What follows belongs to an exercise in optimizing a design on an open flow for a short achievable clock period and few clock cycles per item; a production flow would make more cautious choices.
For this run, only the layout was checked, not whether the RTL still works.
Power figures rest on the tool's default switching activity, not on a simulated workload.

File: flow/config.mk
export PLATFORM = sky130hd
export DESIGN_NAME = aes_round_core
export DESIGN_NICKNAME = aes_round_core
export VERILOG_FILES = /design/flow/design.v
export SDC_FILE = /design/flow/constraint.sdc
export NUM_CORES = 4
export LEC_CHECK = 0
export CAP_MARGIN = 20
export CORE_MARGIN = 2
export CORE_UTILIZATION = 35
export SLEW_MARGIN = 20
export TNS_END_PERCENT = 100
File: flow/constraint.sdc
create_clock -name core_clock -period 12.0 [get_ports {i_clk}]
set_input_delay 2.4000 -clock core_clock [delete_from_list [all_inputs] [get_ports {i_clk}]]
set_output_delay 2.4000 -clock core_clock [all_outputs]
set_load 0.01 [all_outputs]
File: flow/design.v
module aes_round_core (
	input logic i_clk,
	input logic i_rst,
	input logic i_valid,
	input logic i_decrypt,
	input logic i_skip_mix,
	input logic [127:0] i_state,
	output logic o_valid,
	output logic [127:0] o_state
);
	function automatic [7:0] sbox_0(input [7:0] x);
		case (x)
			8'h0: sbox_0 = 8'h63;
			8'h1: sbox_0 = 8'h7c;
			8'h2: sbox_0 = 8'h77;
			8'h3: sbox_0 = 8'h7b;
			8'h4: sbox_0 = 8'hf2;
			8'h5: sbox_0 = 8'h6b;
			8'h6: sbox_0 = 8'h6f;
			8'h7: sbox_0 = 8'hc5;
			8'h8: sbox_0 = 8'h30;
			8'h9: sbox_0 = 8'h01;
			8'ha: sbox_0 = 8'h67;
			8'hb: sbox_0 = 8'h2b;
			8'hc: sbox_0 = 8'hfe;
			8'hd: sbox_0 = 8'hd7;
			8'he: sbox_0 = 8'hab;
			8'hf: sbox_0 = 8'h76;
			8'h10: sbox_0 = 8'hca;
			8'h11: sbox_0 = 8'h82;
			8'h12: sbox_0 = 8'hc9;
			8'h13: sbox_0 = 8'h7d;
			8'h14: sbox_0 = 8'hfa;
			8'h15: sbox_0 = 8'h59;
			8'h16: sbox_0 = 8'h47;
			8'h17: sbox_0 = 8'hf0;
			8'h18: sbox_0 = 8'had;
			8'h19: sbox_0 = 8'hd4;
			8'h1a: sbox_0 = 8'ha2;
			8'h1b: sbox_0 = 8'haf;
			8'h1c: sbox_0 = 8'h9c;
			8'h1d: sbox_0 = 8'ha4;
			8'h1e: sbox_0 = 8'h72;
			8'h1f: sbox_0 = 8'hc0;
			8'h20: sbox_0 = 8'hb7;
			8'h21: sbox_0 = 8'hfd;
			8'h22: sbox_0 = 8'h93;
			8'h23: sbox_0 = 8'h26;
			8'h24: sbox_0 = 8'h36;
			8'h25: sbox_0 = 8'h3f;
			8'h26: sbox_0 = 8'hf7;
			8'h27: sbox_0 = 8'hcc;
			8'h28: sbox_0 = 8'h34;
			8'h29: sbox_0 = 8'ha5;
			8'h2a: sbox_0 = 8'he5;
			8'h2b: sbox_0 = 8'hf1;
			8'h2c: sbox_0 = 8'h71;
			8'h2d: sbox_0 = 8'hd8;
			8'h2e: sbox_0 = 8'h31;
			8'h2f: sbox_0 = 8'h15;
			8'h30: sbox_0 = 8'h04;
			8'h31: sbox_0 = 8'hc7;
			8'h32: sbox_0 = 8'h23;
			8'h33: sbox_0 = 8'hc3;
			8'h34: sbox_0 = 8'h18;
			8'h35: sbox_0 = 8'h96;
			8'h36: sbox_0 = 8'h05;
			8'h37: sbox_0 = 8'h9a;
			8'h38: sbox_0 = 8'h07;
			8'h39: sbox_0 = 8'h12;
			8'h3a: sbox_0 = 8'h80;
			8'h3b: sbox_0 = 8'he2;
			8'h3c: sbox_0 = 8'heb;
			8'h3d: sbox_0 = 8'h27;
			8'h3e: sbox_0 = 8'hb2;
			8'h3f: sbox_0 = 8'h75;
			8'h40: sbox_0 = 8'h09;
			8'h41: sbox_0 = 8'h83;
			8'h42: sbox_0 = 8'h2c;
			8'h43: sbox_0 = 8'h1a;
			8'h44: sbox_0 = 8'h1b;
			8'h45: sbox_0 = 8'h6e;
			8'h46: sbox_0 = 8'h5a;
			8'h47: sbox_0 = 8'ha0;
			8'h48: sbox_0 = 8'h52;
			8'h49: sbox_0 = 8'h3b;
			8'h4a: sbox_0 = 8'hd6;
			8'h4b: sbox_0 = 8'hb3;
			8'h4c: sbox_0 = 8'h29;
			8'h4d: sbox_0 = 8'he3;
			8'h4e: sbox_0 = 8'h2f;
			8'h4f: sbox_0 = 8'h84;
			8'h50: sbox_0 = 8'h53;
			8'h51: sbox_0 = 8'hd1;
			8'h52: sbox_0 = 8'h00;
			8'h53: sbox_0 = 8'hed;
			8'h54: sbox_0 = 8'h20;
			8'h55: sbox_0 = 8'hfc;
			8'h56: sbox_0 = 8'hb1;
			8'h57: sbox_0 = 8'h5b;
			8'h58: sbox_0 = 8'h6a;
			8'h59: sbox_0 = 8'hcb;
			8'h5a: sbox_0 = 8'hbe;
			8'h5b: sbox_0 = 8'h39;
			8'h5c: sbox_0 = 8'h4a;
			8'h5d: sbox_0 = 8'h4c;
			8'h5e: sbox_0 = 8'h58;
			8'h5f: sbox_0 = 8'hcf;
			8'h60: sbox_0 = 8'hd0;
			8'h61: sbox_0 = 8'hef;
			8'h62: sbox_0 = 8'haa;
			8'h63: sbox_0 = 8'hfb;
			8'h64: sbox_0 = 8'h43;
			8'h65: sbox_0 = 8'h4d;
			8'h66: sbox_0 = 8'h33;
			8'h67: sbox_0 = 8'h85;
			8'h68: sbox_0 = 8'h45;
			8'h69: sbox_0 = 8'hf9;
			8'h6a: sbox_0 = 8'h02;
			8'h6b: sbox_0 = 8'h7f;
			8'h6c: sbox_0 = 8'h50;
			8'h6d: sbox_0 = 8'h3c;
			8'h6e: sbox_0 = 8'h9f;
			8'h6f: sbox_0 = 8'ha8;
			8'h70: sbox_0 = 8'h51;
			8'h71: sbox_0 = 8'ha3;
			8'h72: sbox_0 = 8'h40;
			8'h73: sbox_0 = 8'h8f;
			8'h74: sbox_0 = 8'h92;
			8'h75: sbox_0 = 8'h9d;
			8'h76: sbox_0 = 8'h38;
			8'h77: sbox_0 = 8'hf5;
			8'h78: sbox_0 = 8'hbc;
			8'h79: sbox_0 = 8'hb6;
			8'h7a: sbox_0 = 8'hda;
			8'h7b: sbox_0 = 8'h21;
			8'h7c: sbox_0 = 8'h10;
			8'h7d: sbox_0 = 8'hff;
			8'h7e: sbox_0 = 8'hf3;
			8'h7f: sbox_0 = 8'hd2;
			8'h80: sbox_0 = 8'hcd;
			8'h81: sbox_0 = 8'h0c;
			8'h82: sbox_0 = 8'h13;
			8'h83: sbox_0 = 8'hec;
			8'h84: sbox_0 = 8'h5f;
			8'h85: sbox_0 = 8'h97;
			8'h86: sbox_0 = 8'h44;
			8'h87: sbox_0 = 8'h17;
			8'h88: sbox_0 = 8'hc4;
			8'h89: sbox_0 = 8'ha7;
			8'h8a: sbox_0 = 8'h7e;
			8'h8b: sbox_0 = 8'h3d;
			8'h8c: sbox_0 = 8'h64;
			8'h8d: sbox_0 = 8'h5d;
			8'h8e: sbox_0 = 8'h19;
			8'h8f: sbox_0 = 8'h73;
			8'h90: sbox_0 = 8'h60;
			8'h91: sbox_0 = 8'h81;
			8'h92: sbox_0 = 8'h4f;
			8'h93: sbox_0 = 8'hdc;
			8'h94: sbox_0 = 8'h22;
			8'h95: sbox_0 = 8'h2a;
			8'h96: sbox_0 = 8'h90;
			8'h97: sbox_0 = 8'h88;
			8'h98: sbox_0 = 8'h46;
			8'h99: sbox_0 = 8'hee;
			8'h9a: sbox_0 = 8'hb8;
			8'h9b: sbox_0 = 8'h14;
			8'h9c: sbox_0 = 8'hde;
			8'h9d: sbox_0 = 8'h5e;
			8'h9e: sbox_0 = 8'h0b;
			8'h9f: sbox_0 = 8'hdb;
			8'ha0: sbox_0 = 8'he0;
			8'ha1: sbox_0 = 8'h32;
			8'ha2: sbox_0 = 8'h3a;
			8'ha3: sbox_0 = 8'h0a;
			8'ha4: sbox_0 = 8'h49;
			8'ha5: sbox_0 = 8'h06;
			8'ha6: sbox_0 = 8'h24;
			8'ha7: sbox_0 = 8'h5c;
			8'ha8: sbox_0 = 8'hc2;
			8'ha9: sbox_0 = 8'hd3;
			8'haa: sbox_0 = 8'hac;
			8'hab: sbox_0 = 8'h62;
			8'hac: sbox_0 = 8'h91;
			8'had: sbox_0 = 8'h95;
			8'hae: sbox_0 = 8'he4;
			8'haf: sbox_0 = 8'h79;
			8'hb0: sbox_0 = 8'he7;
			8'hb1: sbox_0 = 8'hc8;
			8'hb2: sbox_0 = 8'h37;
			8'hb3: sbox_0 = 8'h6d;
			8'hb4: sbox_0 = 8'h8d;
			8'hb5: sbox_0 = 8'hd5;
			8'hb6: sbox_0 = 8'h4e;
			8'hb7: sbox_0 = 8'ha9;
			8'hb8: sbox_0 = 8'h6c;
			8'hb9: sbox_0 = 8'h56;
			8'hba: sbox_0 = 8'hf4;
			8'hbb: sbox_0 = 8'hea;
			8'hbc: sbox_0 = 8'h65;
			8'hbd: sbox_0 = 8'h7a;
			8'hbe: sbox_0 = 8'hae;
			8'hbf: sbox_0 = 8'h08;
			8'hc0: sbox_0 = 8'hba;
			8'hc1: sbox_0 = 8'h78;
			8'hc2: sbox_0 = 8'h25;
			8'hc3: sbox_0 = 8'h2e;
			8'hc4: sbox_0 = 8'h1c;
			8'hc5: sbox_0 = 8'ha6;
			8'hc6: sbox_0 = 8'hb4;
			8'hc7: sbox_0 = 8'hc6;
			8'hc8: sbox_0 = 8'he8;
			8'hc9: sbox_0 = 8'hdd;
			8'hca: sbox_0 = 8'h74;
			8'hcb: sbox_0 = 8'h1f;
			8'hcc: sbox_0 = 8'h4b;
			8'hcd: sbox_0 = 8'hbd;
			8'hce: sbox_0 = 8'h8b;
			8'hcf: sbox_0 = 8'h8a;
			8'hd0: sbox_0 = 8'h70;
			8'hd1: sbox_0 = 8'h3e;
			8'hd2: sbox_0 = 8'hb5;
			8'hd3: sbox_0 = 8'h66;
			8'hd4: sbox_0 = 8'h48;
			8'hd5: sbox_0 = 8'h03;
			8'hd6: sbox_0 = 8'hf6;
			8'hd7: sbox_0 = 8'h0e;
			8'hd8: sbox_0 = 8'h61;
			8'hd9: sbox_0 = 8'h35;
			8'hda: sbox_0 = 8'h57;
			8'hdb: sbox_0 = 8'hb9;
			8'hdc: sbox_0 = 8'h86;
			8'hdd: sbox_0 = 8'hc1;
			8'hde: sbox_0 = 8'h1d;
			8'hdf: sbox_0 = 8'h9e;
			8'he0: sbox_0 = 8'he1;
			8'he1: sbox_0 = 8'hf8;
			8'he2: sbox_0 = 8'h98;
			8'he3: sbox_0 = 8'h11;
			8'he4: sbox_0 = 8'h69;
			8'he5: sbox_0 = 8'hd9;
			8'he6: sbox_0 = 8'h8e;
			8'he7: sbox_0 = 8'h94;
			8'he8: sbox_0 = 8'h9b;
			8'he9: sbox_0 = 8'h1e;
			8'hea: sbox_0 = 8'h87;
			8'heb: sbox_0 = 8'he9;
			8'hec: sbox_0 = 8'hce;
			8'hed: sbox_0 = 8'h55;
			8'hee: sbox_0 = 8'h28;
			8'hef: sbox_0 = 8'hdf;
			8'hf0: sbox_0 = 8'h8c;
			8'hf1: sbox_0 = 8'ha1;
			8'hf2: sbox_0 = 8'h89;
			8'hf3: sbox_0 = 8'h0d;
			8'hf4: sbox_0 = 8'hbf;
			8'hf5: sbox_0 = 8'he6;
			8'hf6: sbox_0 = 8'h42;
			8'hf7: sbox_0 = 8'h68;
			8'hf8: sbox_0 = 8'h41;
			8'hf9: sbox_0 = 8'h99;
			8'hfa: sbox_0 = 8'h2d;
			8'hfb: sbox_0 = 8'h0f;
			8'hfc: sbox_0 = 8'hb0;
			8'hfd: sbox_0 = 8'h54;
			8'hfe: sbox_0 = 8'hbb;
			8'hff: sbox_0 = 8'h16;
			default: sbox_0 = 8'h00;
		endcase
	endfunction
	function automatic [7:0] isbox_0(input [7:0] x);
		case (x)
			8'h0: isbox_0 = 8'h52;
			8'h1: isbox_0 = 8'h09;
			8'h2: isbox_0 = 8'h6a;
			8'h3: isbox_0 = 8'hd5;
			8'h4: isbox_0 = 8'h30;
			8'h5: isbox_0 = 8'h36;
			8'h6: isbox_0 = 8'ha5;
			8'h7: isbox_0 = 8'h38;
			8'h8: isbox_0 = 8'hbf;
			8'h9: isbox_0 = 8'h40;
			8'ha: isbox_0 = 8'ha3;
			8'hb: isbox_0 = 8'h9e;
			8'hc: isbox_0 = 8'h81;
			8'hd: isbox_0 = 8'hf3;
			8'he: isbox_0 = 8'hd7;
			8'hf: isbox_0 = 8'hfb;
			8'h10: isbox_0 = 8'h7c;
			8'h11: isbox_0 = 8'he3;
			8'h12: isbox_0 = 8'h39;
			8'h13: isbox_0 = 8'h82;
			8'h14: isbox_0 = 8'h9b;
			8'h15: isbox_0 = 8'h2f;
			8'h16: isbox_0 = 8'hff;
			8'h17: isbox_0 = 8'h87;
			8'h18: isbox_0 = 8'h34;
			8'h19: isbox_0 = 8'h8e;
			8'h1a: isbox_0 = 8'h43;
			8'h1b: isbox_0 = 8'h44;
			8'h1c: isbox_0 = 8'hc4;
			8'h1d: isbox_0 = 8'hde;
			8'h1e: isbox_0 = 8'he9;
			8'h1f: isbox_0 = 8'hcb;
			8'h20: isbox_0 = 8'h54;
			8'h21: isbox_0 = 8'h7b;
			8'h22: isbox_0 = 8'h94;
			8'h23: isbox_0 = 8'h32;
			8'h24: isbox_0 = 8'ha6;
			8'h25: isbox_0 = 8'hc2;
			8'h26: isbox_0 = 8'h23;
			8'h27: isbox_0 = 8'h3d;
			8'h28: isbox_0 = 8'hee;
			8'h29: isbox_0 = 8'h4c;
			8'h2a: isbox_0 = 8'h95;
			8'h2b: isbox_0 = 8'h0b;
			8'h2c: isbox_0 = 8'h42;
			8'h2d: isbox_0 = 8'hfa;
			8'h2e: isbox_0 = 8'hc3;
			8'h2f: isbox_0 = 8'h4e;
			8'h30: isbox_0 = 8'h08;
			8'h31: isbox_0 = 8'h2e;
			8'h32: isbox_0 = 8'ha1;
			8'h33: isbox_0 = 8'h66;
			8'h34: isbox_0 = 8'h28;
			8'h35: isbox_0 = 8'hd9;
			8'h36: isbox_0 = 8'h24;
			8'h37: isbox_0 = 8'hb2;
			8'h38: isbox_0 = 8'h76;
			8'h39: isbox_0 = 8'h5b;
			8'h3a: isbox_0 = 8'ha2;
			8'h3b: isbox_0 = 8'h49;
			8'h3c: isbox_0 = 8'h6d;
			8'h3d: isbox_0 = 8'h8b;
			8'h3e: isbox_0 = 8'hd1;
			8'h3f: isbox_0 = 8'h25;
			8'h40: isbox_0 = 8'h72;
			8'h41: isbox_0 = 8'hf8;
			8'h42: isbox_0 = 8'hf6;
			8'h43: isbox_0 = 8'h64;
			8'h44: isbox_0 = 8'h86;
			8'h45: isbox_0 = 8'h68;
			8'h46: isbox_0 = 8'h98;
			8'h47: isbox_0 = 8'h16;
			8'h48: isbox_0 = 8'hd4;
			8'h49: isbox_0 = 8'ha4;
			8'h4a: isbox_0 = 8'h5c;
			8'h4b: isbox_0 = 8'hcc;
			8'h4c: isbox_0 = 8'h5d;
			8'h4d: isbox_0 = 8'h65;
			8'h4e: isbox_0 = 8'hb6;
			8'h4f: isbox_0 = 8'h92;
			8'h50: isbox_0 = 8'h6c;
			8'h51: isbox_0 = 8'h70;
			8'h52: isbox_0 = 8'h48;
			8'h53: isbox_0 = 8'h50;
			8'h54: isbox_0 = 8'hfd;
			8'h55: isbox_0 = 8'hed;
			8'h56: isbox_0 = 8'hb9;
			8'h57: isbox_0 = 8'hda;
			8'h58: isbox_0 = 8'h5e;
			8'h59: isbox_0 = 8'h15;
			8'h5a: isbox_0 = 8'h46;
			8'h5b: isbox_0 = 8'h57;
			8'h5c: isbox_0 = 8'ha7;
			8'h5d: isbox_0 = 8'h8d;
			8'h5e: isbox_0 = 8'h9d;
			8'h5f: isbox_0 = 8'h84;
			8'h60: isbox_0 = 8'h90;
			8'h61: isbox_0 = 8'hd8;
			8'h62: isbox_0 = 8'hab;
			8'h63: isbox_0 = 8'h00;
			8'h64: isbox_0 = 8'h8c;
			8'h65: isbox_0 = 8'hbc;
			8'h66: isbox_0 = 8'hd3;
			8'h67: isbox_0 = 8'h0a;
			8'h68: isbox_0 = 8'hf7;
			8'h69: isbox_0 = 8'he4;
			8'h6a: isbox_0 = 8'h58;
			8'h6b: isbox_0 = 8'h05;
			8'h6c: isbox_0 = 8'hb8;
			8'h6d: isbox_0 = 8'hb3;
			8'h6e: isbox_0 = 8'h45;
			8'h6f: isbox_0 = 8'h06;
			8'h70: isbox_0 = 8'hd0;
			8'h71: isbox_0 = 8'h2c;
			8'h72: isbox_0 = 8'h1e;
			8'h73: isbox_0 = 8'h8f;
			8'h74: isbox_0 = 8'hca;
			8'h75: isbox_0 = 8'h3f;
			8'h76: isbox_0 = 8'h0f;
			8'h77: isbox_0 = 8'h02;
			8'h78: isbox_0 = 8'hc1;
			8'h79: isbox_0 = 8'haf;
			8'h7a: isbox_0 = 8'hbd;
			8'h7b: isbox_0 = 8'h03;
			8'h7c: isbox_0 = 8'h01;
			8'h7d: isbox_0 = 8'h13;
			8'h7e: isbox_0 = 8'h8a;
			8'h7f: isbox_0 = 8'h6b;
			8'h80: isbox_0 = 8'h3a;
			8'h81: isbox_0 = 8'h91;
			8'h82: isbox_0 = 8'h11;
			8'h83: isbox_0 = 8'h41;
			8'h84: isbox_0 = 8'h4f;
			8'h85: isbox_0 = 8'h67;
			8'h86: isbox_0 = 8'hdc;
			8'h87: isbox_0 = 8'hea;
			8'h88: isbox_0 = 8'h97;
			8'h89: isbox_0 = 8'hf2;
			8'h8a: isbox_0 = 8'hcf;
			8'h8b: isbox_0 = 8'hce;
			8'h8c: isbox_0 = 8'hf0;
			8'h8d: isbox_0 = 8'hb4;
			8'h8e: isbox_0 = 8'he6;
			8'h8f: isbox_0 = 8'h73;
			8'h90: isbox_0 = 8'h96;
			8'h91: isbox_0 = 8'hac;
			8'h92: isbox_0 = 8'h74;
			8'h93: isbox_0 = 8'h22;
			8'h94: isbox_0 = 8'he7;
			8'h95: isbox_0 = 8'had;
			8'h96: isbox_0 = 8'h35;
			8'h97: isbox_0 = 8'h85;
			8'h98: isbox_0 = 8'he2;
			8'h99: isbox_0 = 8'hf9;
			8'h9a: isbox_0 = 8'h37;
			8'h9b: isbox_0 = 8'he8;
			8'h9c: isbox_0 = 8'h1c;
			8'h9d: isbox_0 = 8'h75;
			8'h9e: isbox_0 = 8'hdf;
			8'h9f: isbox_0 = 8'h6e;
			8'ha0: isbox_0 = 8'h47;
			8'ha1: isbox_0 = 8'hf1;
			8'ha2: isbox_0 = 8'h1a;
			8'ha3: isbox_0 = 8'h71;
			8'ha4: isbox_0 = 8'h1d;
			8'ha5: isbox_0 = 8'h29;
			8'ha6: isbox_0 = 8'hc5;
			8'ha7: isbox_0 = 8'h89;
			8'ha8: isbox_0 = 8'h6f;
			8'ha9: isbox_0 = 8'hb7;
			8'haa: isbox_0 = 8'h62;
			8'hab: isbox_0 = 8'h0e;
			8'hac: isbox_0 = 8'haa;
			8'had: isbox_0 = 8'h18;
			8'hae: isbox_0 = 8'hbe;
			8'haf: isbox_0 = 8'h1b;
			8'hb0: isbox_0 = 8'hfc;
			8'hb1: isbox_0 = 8'h56;
			8'hb2: isbox_0 = 8'h3e;
			8'hb3: isbox_0 = 8'h4b;
			8'hb4: isbox_0 = 8'hc6;
			8'hb5: isbox_0 = 8'hd2;
			8'hb6: isbox_0 = 8'h79;
			8'hb7: isbox_0 = 8'h20;
			8'hb8: isbox_0 = 8'h9a;
			8'hb9: isbox_0 = 8'hdb;
			8'hba: isbox_0 = 8'hc0;
			8'hbb: isbox_0 = 8'hfe;
			8'hbc: isbox_0 = 8'h78;
			8'hbd: isbox_0 = 8'hcd;
			8'hbe: isbox_0 = 8'h5a;
			8'hbf: isbox_0 = 8'hf4;
			8'hc0: isbox_0 = 8'h1f;
			8'hc1: isbox_0 = 8'hdd;
			8'hc2: isbox_0 = 8'ha8;
			8'hc3: isbox_0 = 8'h33;
			8'hc4: isbox_0 = 8'h88;
			8'hc5: isbox_0 = 8'h07;
			8'hc6: isbox_0 = 8'hc7;
			8'hc7: isbox_0 = 8'h31;
			8'hc8: isbox_0 = 8'hb1;
			8'hc9: isbox_0 = 8'h12;
			8'hca: isbox_0 = 8'h10;
			8'hcb: isbox_0 = 8'h59;
			8'hcc: isbox_0 = 8'h27;
			8'hcd: isbox_0 = 8'h80;
			8'hce: isbox_0 = 8'hec;
			8'hcf: isbox_0 = 8'h5f;
			8'hd0: isbox_0 = 8'h60;
			8'hd1: isbox_0 = 8'h51;
			8'hd2: isbox_0 = 8'h7f;
			8'hd3: isbox_0 = 8'ha9;
			8'hd4: isbox_0 = 8'h19;
			8'hd5: isbox_0 = 8'hb5;
			8'hd6: isbox_0 = 8'h4a;
			8'hd7: isbox_0 = 8'h0d;
			8'hd8: isbox_0 = 8'h2d;
			8'hd9: isbox_0 = 8'he5;
			8'hda: isbox_0 = 8'h7a;
			8'hdb: isbox_0 = 8'h9f;
			8'hdc: isbox_0 = 8'h93;
			8'hdd: isbox_0 = 8'hc9;
			8'hde: isbox_0 = 8'h9c;
			8'hdf: isbox_0 = 8'hef;
			8'he0: isbox_0 = 8'ha0;
			8'he1: isbox_0 = 8'he0;
			8'he2: isbox_0 = 8'h3b;
			8'he3: isbox_0 = 8'h4d;
			8'he4: isbox_0 = 8'hae;
			8'he5: isbox_0 = 8'h2a;
			8'he6: isbox_0 = 8'hf5;
			8'he7: isbox_0 = 8'hb0;
			8'he8: isbox_0 = 8'hc8;
			8'he9: isbox_0 = 8'heb;
			8'hea: isbox_0 = 8'hbb;
			8'heb: isbox_0 = 8'h3c;
			8'hec: isbox_0 = 8'h83;
			8'hed: isbox_0 = 8'h53;
			8'hee: isbox_0 = 8'h99;
			8'hef: isbox_0 = 8'h61;
			8'hf0: isbox_0 = 8'h17;
			8'hf1: isbox_0 = 8'h2b;
			8'hf2: isbox_0 = 8'h04;
			8'hf3: isbox_0 = 8'h7e;
			8'hf4: isbox_0 = 8'hba;
			8'hf5: isbox_0 = 8'h77;
			8'hf6: isbox_0 = 8'hd6;
			8'hf7: isbox_0 = 8'h26;
			8'hf8: isbox_0 = 8'he1;
			8'hf9: isbox_0 = 8'h69;
			8'hfa: isbox_0 = 8'h14;
			8'hfb: isbox_0 = 8'h63;
			8'hfc: isbox_0 = 8'h55;
			8'hfd: isbox_0 = 8'h21;
			8'hfe: isbox_0 = 8'h0c;
			8'hff: isbox_0 = 8'h7d;
			default: isbox_0 = 8'h00;
		endcase
	endfunction
	function automatic [7:0] gf_mul1(input [7:0] x);
		gf_mul1[0] = x[0];
		gf_mul1[1] = x[1];
		gf_mul1[2] = x[2];
		gf_mul1[3] = x[3];
		gf_mul1[4] = x[4];
		gf_mul1[5] = x[5];
		gf_mul1[6] = x[6];
		gf_mul1[7] = x[7];
	endfunction
	function automatic [7:0] gf_mul2(input [7:0] x);
		gf_mul2[0] = x[7];
		gf_mul2[1] = x[0] ^ x[7];
		gf_mul2[2] = x[1];
		gf_mul2[3] = x[2] ^ x[7];
		gf_mul2[4] = x[3] ^ x[7];
		gf_mul2[5] = x[4];
		gf_mul2[6] = x[5];
		gf_mul2[7] = x[6];
	endfunction
	function automatic [7:0] gf_mul3(input [7:0] x);
		gf_mul3[0] = x[0] ^ x[7];
		gf_mul3[1] = x[0] ^ x[1] ^ x[7];
		gf_mul3[2] = x[1] ^ x[2];
		gf_mul3[3] = x[2] ^ x[3] ^ x[7];
		gf_mul3[4] = x[3] ^ x[4] ^ x[7];
		gf_mul3[5] = x[4] ^ x[5];
		gf_mul3[6] = x[5] ^ x[6];
		gf_mul3[7] = x[6] ^ x[7];
	endfunction
	function automatic [7:0] gf_mul9(input [7:0] x);
		gf_mul9[0] = x[0] ^ x[5];
		gf_mul9[1] = x[1] ^ x[5] ^ x[6];
		gf_mul9[2] = x[2] ^ x[6] ^ x[7];
		gf_mul9[3] = x[0] ^ x[3] ^ x[5] ^ x[7];
		gf_mul9[4] = x[1] ^ x[4] ^ x[5] ^ x[6];
		gf_mul9[5] = x[2] ^ x[5] ^ x[6] ^ x[7];
		gf_mul9[6] = x[3] ^ x[6] ^ x[7];
		gf_mul9[7] = x[4] ^ x[7];
	endfunction
	function automatic [7:0] gf_mulb(input [7:0] x);
		gf_mulb[0] = x[0] ^ x[5] ^ x[7];
		gf_mulb[1] = x[0] ^ x[1] ^ x[5] ^ x[6] ^ x[7];
		gf_mulb[2] = x[1] ^ x[2] ^ x[6] ^ x[7];
		gf_mulb[3] = x[0] ^ x[2] ^ x[3] ^ x[5];
		gf_mulb[4] = x[1] ^ x[3] ^ x[4] ^ x[5] ^ x[6] ^ x[7];
		gf_mulb[5] = x[2] ^ x[4] ^ x[5] ^ x[6] ^ x[7];
		gf_mulb[6] = x[3] ^ x[5] ^ x[6] ^ x[7];
		gf_mulb[7] = x[4] ^ x[6] ^ x[7];
	endfunction
	function automatic [7:0] gf_muld(input [7:0] x);
		gf_muld[0] = x[0] ^ x[5] ^ x[6];
		gf_muld[1] = x[1] ^ x[5] ^ x[7];
		gf_muld[2] = x[0] ^ x[2] ^ x[6];
		gf_muld[3] = x[0] ^ x[1] ^ x[3] ^ x[5] ^ x[6] ^ x[7];
		gf_muld[4] = x[1] ^ x[2] ^ x[4] ^ x[5] ^ x[7];
		gf_muld[5] = x[2] ^ x[3] ^ x[5] ^ x[6];
		gf_muld[6] = x[3] ^ x[4] ^ x[6] ^ x[7];
		gf_muld[7] = x[4] ^ x[5] ^ x[7];
	endfunction
	function automatic [7:0] gf_mule(input [7:0] x);
		gf_mule[0] = x[5] ^ x[6] ^ x[7];
		gf_mule[1] = x[0] ^ x[5];
		gf_mule[2] = x[0] ^ x[1] ^ x[6];
		gf_mule[3] = x[0] ^ x[1] ^ x[2] ^ x[5] ^ x[6];
		gf_mule[4] = x[1] ^ x[2] ^ x[3] ^ x[5];
		gf_mule[5] = x[2] ^ x[3] ^ x[4] ^ x[6];
		gf_mule[6] = x[3] ^ x[4] ^ x[5] ^ x[7];
		gf_mule[7] = x[4] ^ x[5] ^ x[6];
	endfunction
	logic [7:0] s [16];
	logic [7:0] si [16];
	logic [511:0] t_d;
	logic [511:0] t_q;
	logic valid_q;
	assign s[0] = sbox_0(i_state[127:120]);
	assign si[0] = isbox_0(i_state[127:120]);
	assign s[1] = sbox_0(i_state[119:112]);
	assign si[1] = isbox_0(i_state[119:112]);
	assign s[2] = sbox_0(i_state[111:104]);
	assign si[2] = isbox_0(i_state[111:104]);
	assign s[3] = sbox_0(i_state[103:96]);
	assign si[3] = isbox_0(i_state[103:96]);
	assign s[4] = sbox_0(i_state[95:88]);
	assign si[4] = isbox_0(i_state[95:88]);
	assign s[5] = sbox_0(i_state[87:80]);
	assign si[5] = isbox_0(i_state[87:80]);
	assign s[6] = sbox_0(i_state[79:72]);
	assign si[6] = isbox_0(i_state[79:72]);
	assign s[7] = sbox_0(i_state[71:64]);
	assign si[7] = isbox_0(i_state[71:64]);
	assign s[8] = sbox_0(i_state[63:56]);
	assign si[8] = isbox_0(i_state[63:56]);
	assign s[9] = sbox_0(i_state[55:48]);
	assign si[9] = isbox_0(i_state[55:48]);
	assign s[10] = sbox_0(i_state[47:40]);
	assign si[10] = isbox_0(i_state[47:40]);
	assign s[11] = sbox_0(i_state[39:32]);
	assign si[11] = isbox_0(i_state[39:32]);
	assign s[12] = sbox_0(i_state[31:24]);
	assign si[12] = isbox_0(i_state[31:24]);
	assign s[13] = sbox_0(i_state[23:16]);
	assign si[13] = isbox_0(i_state[23:16]);
	assign s[14] = sbox_0(i_state[15:8]);
	assign si[14] = isbox_0(i_state[15:8]);
	assign s[15] = sbox_0(i_state[7:0]);
	assign si[15] = isbox_0(i_state[7:0]);
	assign t_d[7:0] = i_skip_mix ? (i_decrypt ? si[0] : s[0])
		: (i_decrypt ? gf_mule(si[0]) : gf_mul2(s[0]));
	assign t_d[15:8] = i_skip_mix ? (i_decrypt ? 8'h00 : 8'h00)
		: (i_decrypt ? gf_mulb(si[13]) : gf_mul3(s[5]));
	assign t_d[23:16] = i_skip_mix ? (i_decrypt ? 8'h00 : 8'h00)
		: (i_decrypt ? gf_muld(si[10]) : gf_mul1(s[10]));
	assign t_d[31:24] = i_skip_mix ? (i_decrypt ? 8'h00 : 8'h00)
		: (i_decrypt ? gf_mul9(si[7]) : gf_mul1(s[15]));
	assign t_d[39:32] = i_skip_mix ? (i_decrypt ? 8'h00 : 8'h00)
		: (i_decrypt ? gf_mul9(si[0]) : gf_mul1(s[0]));
	assign t_d[47:40] = i_skip_mix ? (i_decrypt ? si[13] : s[5])
		: (i_decrypt ? gf_mule(si[13]) : gf_mul2(s[5]));
	assign t_d[55:48] = i_skip_mix ? (i_decrypt ? 8'h00 : 8'h00)
		: (i_decrypt ? gf_mulb(si[10]) : gf_mul3(s[10]));
	assign t_d[63:56] = i_skip_mix ? (i_decrypt ? 8'h00 : 8'h00)
		: (i_decrypt ? gf_muld(si[7]) : gf_mul1(s[15]));
	assign t_d[71:64] = i_skip_mix ? (i_decrypt ? 8'h00 : 8'h00)
		: (i_decrypt ? gf_muld(si[0]) : gf_mul1(s[0]));
	assign t_d[79:72] = i_skip_mix ? (i_decrypt ? 8'h00 : 8'h00)
		: (i_decrypt ? gf_mul9(si[13]) : gf_mul1(s[5]));
	assign t_d[87:80] = i_skip_mix ? (i_decrypt ? si[10] : s[10])
		: (i_decrypt ? gf_mule(si[10]) : gf_mul2(s[10]));
	assign t_d[95:88] = i_skip_mix ? (i_decrypt ? 8'h00 : 8'h00)
		: (i_decrypt ? gf_mulb(si[7]) : gf_mul3(s[15]));
	assign t_d[103:96] = i_skip_mix ? (i_decrypt ? 8'h00 : 8'h00)
		: (i_decrypt ? gf_mulb(si[0]) : gf_mul3(s[0]));
	assign t_d[111:104] = i_skip_mix ? (i_decrypt ? 8'h00 : 8'h00)
		: (i_decrypt ? gf_muld(si[13]) : gf_mul1(s[5]));
	assign t_d[119:112] = i_skip_mix ? (i_decrypt ? 8'h00 : 8'h00)
		: (i_decrypt ? gf_mul9(si[10]) : gf_mul1(s[10]));
	assign t_d[127:120] = i_skip_mix ? (i_decrypt ? si[7] : s[15])
		: (i_decrypt ? gf_mule(si[7]) : gf_mul2(s[15]));
	assign t_d[135:128] = i_skip_mix ? (i_decrypt ? si[4] : s[4])
		: (i_decrypt ? gf_mule(si[4]) : gf_mul2(s[4]));
	assign t_d[143:136] = i_skip_mix ? (i_decrypt ? 8'h00 : 8'h00)
		: (i_decrypt ? gf_mulb(si[1]) : gf_mul3(s[9]));
	assign t_d[151:144] = i_skip_mix ? (i_decrypt ? 8'h00 : 8'h00)
		: (i_decrypt ? gf_muld(si[14]) : gf_mul1(s[14]));
	assign t_d[159:152] = i_skip_mix ? (i_decrypt ? 8'h00 : 8'h00)
		: (i_decrypt ? gf_mul9(si[11]) : gf_mul1(s[3]));
	assign t_d[167:160] = i_skip_mix ? (i_decrypt ? 8'h00 : 8'h00)
		: (i_decrypt ? gf_mul9(si[4]) : gf_mul1(s[4]));
	assign t_d[175:168] = i_skip_mix ? (i_decrypt ? si[1] : s[9])
		: (i_decrypt ? gf_mule(si[1]) : gf_mul2(s[9]));
	assign t_d[183:176] = i_skip_mix ? (i_decrypt ? 8'h00 : 8'h00)
		: (i_decrypt ? gf_mulb(si[14]) : gf_mul3(s[14]));
	assign t_d[191:184] = i_skip_mix ? (i_decrypt ? 8'h00 : 8'h00)
		: (i_decrypt ? gf_muld(si[11]) : gf_mul1(s[3]));
	assign t_d[199:192] = i_skip_mix ? (i_decrypt ? 8'h00 : 8'h00)
		: (i_decrypt ? gf_muld(si[4]) : gf_mul1(s[4]));
	assign t_d[207:200] = i_skip_mix ? (i_decrypt ? 8'h00 : 8'h00)
		: (i_decrypt ? gf_mul9(si[1]) : gf_mul1(s[9]));
	assign t_d[215:208] = i_skip_mix ? (i_decrypt ? si[14] : s[14])
		: (i_decrypt ? gf_mule(si[14]) : gf_mul2(s[14]));
	assign t_d[223:216] = i_skip_mix ? (i_decrypt ? 8'h00 : 8'h00)
		: (i_decrypt ? gf_mulb(si[11]) : gf_mul3(s[3]));
	assign t_d[231:224] = i_skip_mix ? (i_decrypt ? 8'h00 : 8'h00)
		: (i_decrypt ? gf_mulb(si[4]) : gf_mul3(s[4]));
	assign t_d[239:232] = i_skip_mix ? (i_decrypt ? 8'h00 : 8'h00)
		: (i_decrypt ? gf_muld(si[1]) : gf_mul1(s[9]));
	assign t_d[247:240] = i_skip_mix ? (i_decrypt ? 8'h00 : 8'h00)
		: (i_decrypt ? gf_mul9(si[14]) : gf_mul1(s[14]));
	assign t_d[255:248] = i_skip_mix ? (i_decrypt ? si[11] : s[3])
		: (i_decrypt ? gf_mule(si[11]) : gf_mul2(s[3]));
	assign t_d[263:256] = i_skip_mix ? (i_decrypt ? si[8] : s[8])
		: (i_decrypt ? gf_mule(si[8]) : gf_mul2(s[8]));
	assign t_d[271:264] = i_skip_mix ? (i_decrypt ? 8'h00 : 8'h00)
		: (i_decrypt ? gf_mulb(si[5]) : gf_mul3(s[13]));
	assign t_d[279:272] = i_skip_mix ? (i_decrypt ? 8'h00 : 8'h00)
		: (i_decrypt ? gf_muld(si[2]) : gf_mul1(s[2]));
	assign t_d[287:280] = i_skip_mix ? (i_decrypt ? 8'h00 : 8'h00)
		: (i_decrypt ? gf_mul9(si[15]) : gf_mul1(s[7]));
	assign t_d[295:288] = i_skip_mix ? (i_decrypt ? 8'h00 : 8'h00)
		: (i_decrypt ? gf_mul9(si[8]) : gf_mul1(s[8]));
	assign t_d[303:296] = i_skip_mix ? (i_decrypt ? si[5] : s[13])
		: (i_decrypt ? gf_mule(si[5]) : gf_mul2(s[13]));
	assign t_d[311:304] = i_skip_mix ? (i_decrypt ? 8'h00 : 8'h00)
		: (i_decrypt ? gf_mulb(si[2]) : gf_mul3(s[2]));
	assign t_d[319:312] = i_skip_mix ? (i_decrypt ? 8'h00 : 8'h00)
		: (i_decrypt ? gf_muld(si[15]) : gf_mul1(s[7]));
	assign t_d[327:320] = i_skip_mix ? (i_decrypt ? 8'h00 : 8'h00)
		: (i_decrypt ? gf_muld(si[8]) : gf_mul1(s[8]));
	assign t_d[335:328] = i_skip_mix ? (i_decrypt ? 8'h00 : 8'h00)
		: (i_decrypt ? gf_mul9(si[5]) : gf_mul1(s[13]));
	assign t_d[343:336] = i_skip_mix ? (i_decrypt ? si[2] : s[2])
		: (i_decrypt ? gf_mule(si[2]) : gf_mul2(s[2]));
	assign t_d[351:344] = i_skip_mix ? (i_decrypt ? 8'h00 : 8'h00)
		: (i_decrypt ? gf_mulb(si[15]) : gf_mul3(s[7]));
	assign t_d[359:352] = i_skip_mix ? (i_decrypt ? 8'h00 : 8'h00)
		: (i_decrypt ? gf_mulb(si[8]) : gf_mul3(s[8]));
	assign t_d[367:360] = i_skip_mix ? (i_decrypt ? 8'h00 : 8'h00)
		: (i_decrypt ? gf_muld(si[5]) : gf_mul1(s[13]));
	assign t_d[375:368] = i_skip_mix ? (i_decrypt ? 8'h00 : 8'h00)
		: (i_decrypt ? gf_mul9(si[2]) : gf_mul1(s[2]));
	assign t_d[383:376] = i_skip_mix ? (i_decrypt ? si[15] : s[7])
		: (i_decrypt ? gf_mule(si[15]) : gf_mul2(s[7]));
	assign t_d[391:384] = i_skip_mix ? (i_decrypt ? si[12] : s[12])
		: (i_decrypt ? gf_mule(si[12]) : gf_mul2(s[12]));
	assign t_d[399:392] = i_skip_mix ? (i_decrypt ? 8'h00 : 8'h00)
		: (i_decrypt ? gf_mulb(si[9]) : gf_mul3(s[1]));
	assign t_d[407:400] = i_skip_mix ? (i_decrypt ? 8'h00 : 8'h00)
		: (i_decrypt ? gf_muld(si[6]) : gf_mul1(s[6]));
	assign t_d[415:408] = i_skip_mix ? (i_decrypt ? 8'h00 : 8'h00)
		: (i_decrypt ? gf_mul9(si[3]) : gf_mul1(s[11]));
	assign t_d[423:416] = i_skip_mix ? (i_decrypt ? 8'h00 : 8'h00)
		: (i_decrypt ? gf_mul9(si[12]) : gf_mul1(s[12]));
	assign t_d[431:424] = i_skip_mix ? (i_decrypt ? si[9] : s[1])
		: (i_decrypt ? gf_mule(si[9]) : gf_mul2(s[1]));
	assign t_d[439:432] = i_skip_mix ? (i_decrypt ? 8'h00 : 8'h00)
		: (i_decrypt ? gf_mulb(si[6]) : gf_mul3(s[6]));
	assign t_d[447:440] = i_skip_mix ? (i_decrypt ? 8'h00 : 8'h00)
		: (i_decrypt ? gf_muld(si[3]) : gf_mul1(s[11]));
	assign t_d[455:448] = i_skip_mix ? (i_decrypt ? 8'h00 : 8'h00)
		: (i_decrypt ? gf_muld(si[12]) : gf_mul1(s[12]));
	assign t_d[463:456] = i_skip_mix ? (i_decrypt ? 8'h00 : 8'h00)
		: (i_decrypt ? gf_mul9(si[9]) : gf_mul1(s[1]));
	assign t_d[471:464] = i_skip_mix ? (i_decrypt ? si[6] : s[6])
		: (i_decrypt ? gf_mule(si[6]) : gf_mul2(s[6]));
	assign t_d[479:472] = i_skip_mix ? (i_decrypt ? 8'h00 : 8'h00)
		: (i_decrypt ? gf_mulb(si[3]) : gf_mul3(s[11]));
	assign t_d[487:480] = i_skip_mix ? (i_decrypt ? 8'h00 : 8'h00)
		: (i_decrypt ? gf_mulb(si[12]) : gf_mul3(s[12]));
	assign t_d[495:488] = i_skip_mix ? (i_decrypt ? 8'h00 : 8'h00)
		: (i_decrypt ? gf_muld(si[9]) : gf_mul1(s[1]));
	assign t_d[503:496] = i_skip_mix ? (i_decrypt ? 8'h00 : 8'h00)
		: (i_decrypt ? gf_mul9(si[6]) : gf_mul1(s[6]));
	assign t_d[511:504] = i_skip_mix ? (i_decrypt ? si[3] : s[11])
		: (i_decrypt ? gf_mule(si[3]) : gf_mul2(s[11]));
	always_ff @(posedge i_clk)
	begin
		if (i_rst)
			valid_q <= 1'b0;
		else
			valid_q <= i_valid;
		t_q <= t_d;
	end
	assign o_valid = valid_q;
	assign o_state[127:120] = t_q[7:0] ^ t_q[15:8] ^ t_q[23:16] ^ t_q[31:24];
	assign o_state[119:112] = t_q[39:32] ^ t_q[47:40] ^ t_q[55:48] ^ t_q[63:56];
	assign o_state[111:104] = t_q[71:64] ^ t_q[79:72] ^ t_q[87:80] ^ t_q[95:88];
	assign o_state[103:96] = t_q[103:96] ^ t_q[111:104] ^ t_q[119:112] ^ t_q[127:120];
	assign o_state[95:88] = t_q[135:128] ^ t_q[143:136] ^ t_q[151:144] ^ t_q[159:152];
	assign o_state[87:80] = t_q[167:160] ^ t_q[175:168] ^ t_q[183:176] ^ t_q[191:184];
	assign o_state[79:72] = t_q[199:192] ^ t_q[207:200] ^ t_q[215:208] ^ t_q[223:216];
	assign o_state[71:64] = t_q[231:224] ^ t_q[239:232] ^ t_q[247:240] ^ t_q[255:248];
	assign o_state[63:56] = t_q[263:256] ^ t_q[271:264] ^ t_q[279:272] ^ t_q[287:280];
	assign o_state[55:48] = t_q[295:288] ^ t_q[303:296] ^ t_q[311:304] ^ t_q[319:312];
	assign o_state[47:40] = t_q[327:320] ^ t_q[335:328] ^ t_q[343:336] ^ t_q[351:344];
	assign o_state[39:32] = t_q[359:352] ^ t_q[367:360] ^ t_q[375:368] ^ t_q[383:376];
	assign o_state[31:24] = t_q[391:384] ^ t_q[399:392] ^ t_q[407:400] ^ t_q[415:408];
	assign o_state[23:16] = t_q[423:416] ^ t_q[431:424] ^ t_q[439:432] ^ t_q[447:440];
	assign o_state[15:8] = t_q[455:448] ^ t_q[463:456] ^ t_q[471:464] ^ t_q[479:472];
	assign o_state[7:0] = t_q[487:480] ^ t_q[495:488] ^ t_q[503:496] ^ t_q[511:504];
endmodule
File: flow/flow/run.sh
#!/bin/bash
# Standard ORFS layout (the standard.sh) with stronger timing repair:
# a larger setup repair margin, sizing not tied to the cell footprint, and a
# setup repair right after global placement (post_resize.tcl). The
# constraints (constraint.sdc) are untouched. The ORFS logs stay under
# orfs/logs; standard.log here holds the make output.
set -euo pipefail
here=$(pwd)
source flow/settings.sh
bash standard.sh "${SETTINGS[@]}" POST_RESIZE_TCL=$here/flow/post_resize.tcl finish > standard.log 2>&1
File: flow/flow/post_resize.tcl
# setup repair right after global placement, before detailed placement
estimate_parasitics -placement
repair_timing -setup -setup_margin $::env(SETUP_SLACK_MARGIN) -repair_tns 100 -verbose
File: flow/flow/settings.sh
SETTINGS=(SETUP_SLACK_MARGIN=8.5 MATCH_CELL_FOOTPRINT=0)
File: flow/standard.sh
#!/bin/bash
# synth_recipe.tcl (not shown) runs the flow's synth.tcl, then flattens the netlist and writes it again
# the make line also repeats each setting of config.mk as NAME=value (left out here)
make -C /OpenROAD-flow-scripts/flow DESIGN_CONFIG=/design/flow/config.mk WORK_HOME=/design/flow/orfs CLKGATE_MAP_FILE= SYNTH_SCRIPT=/design/flow/synth_recipe.tcl "${@:-finish}"
==> results.py <==
metrics = {
    "outcome": {
        "status": "did not finish",
        "haltStage": "placement repair (3_4_place_resized)",
        "error": "Error: resize.tcl, 39 can't read \"::env(SETUP_SLACK_MARGIN)\": no such variable",
    },
    "logic_synthesis": {
        "post-synth-top-area-cell": "dfxtp_1",
        "synth.distinct_cells": 136,
        "synthSimpleGateAreaFrac": 0.225,
        "synth.top_cell.area_share": 0.0846,
        "yosys-top-cells-area": "dfxtp_1 (8.5%), a21oi_1 (6.9%), o21ai_0 (6.7%)",
        "async_flop_share": 0,
        "syn_area_um2": 121000,
        "yosysSeqAreaShare": 0.0846,
        "synth_xor_area_frac": 0.0947,
        "synthMuxAreaShare": 0.0795,
        "synth_edf_count": 0,
        "synthFlopType": "dfxtp_1",
        "synthAdderAreaFrac": 0.0311,
        "avgSynthCellArea_um2": 6.78,
        "ys_seq_elements": 513,
        "synth_top_family_by_area": "compound AO/OA/AOI/OAI gates",
        "synth_compound_area_frac": 0.399,
        "syn_nets": 18339,
        "yosysWarningCount": 3,
        "synth_cells": 17905,
    },
    "floorplanning": {
        "die_h_um": 593,
        "die_x_um": 593,
        "initial_core_util": 0.351,
        "rows": 216,
        "io_pins": 262,
    },
    "placed_design": {
        "portBuffers": 261,
        "routabilityCongestion": 1.08,
    },
}
-- power by group through the flow --
| stage | Sequential, mW | Clock, mW | Combinational (mW) |
|---|---|---|---|
| global placement | 2.40 | 0 | 10.3 |
| floorplan | 2.25 | 0 | 6.36 |
-- cells in the mapped netlist (178+ instances only) --
cell type and n:
a211oi_1 420, a21oi_1 1680, a311oi_1 303, a31oi_1 420
buf_1 203, buf_2 743, clkbuf_1 1163, dfxtp_1 513
ha_1 301, mux4_2 339, nand2_1 1463, nand2b_1 473
nand3_1 620, nor2_1 1348, nor2b_1 390, nor3_1 611
o211ai_1 319, o21ai_0 1626, o22ai_1 178, o311ai_0 326
o31ai_1 218, xnor2_1 726, xor2_1 477
-- cells by family after synthesis --
family / Yosys count
flops: 513
xor+xnor: 1256
buf+inv: 2430
fa+ha+maj: 302
simple gates: 5672
mux: 531
compound gates: 7201
-- through the flow --
step | power [mW] | std cells | cell area (um2) | hold slack (ps) | worst slack [ps]
after global placement | 12.7 | 20960 | 129000 | 2790 | 4360
after floorplan | 8.61 | 17905 | 129000 | 2470 | 6500
-- how the worst min path moves through the flow --
| stage | from | end | slack (ps) | depth (start not counted) |
|---|---|---|---|---|
| global placement | i_skip_mix | t_q[136]$_SDFF_PP0_ | 2790 | 2 |
| floorplan | i_rst | valid_q$_SDFF_PP0_ | 2470 | 1 |
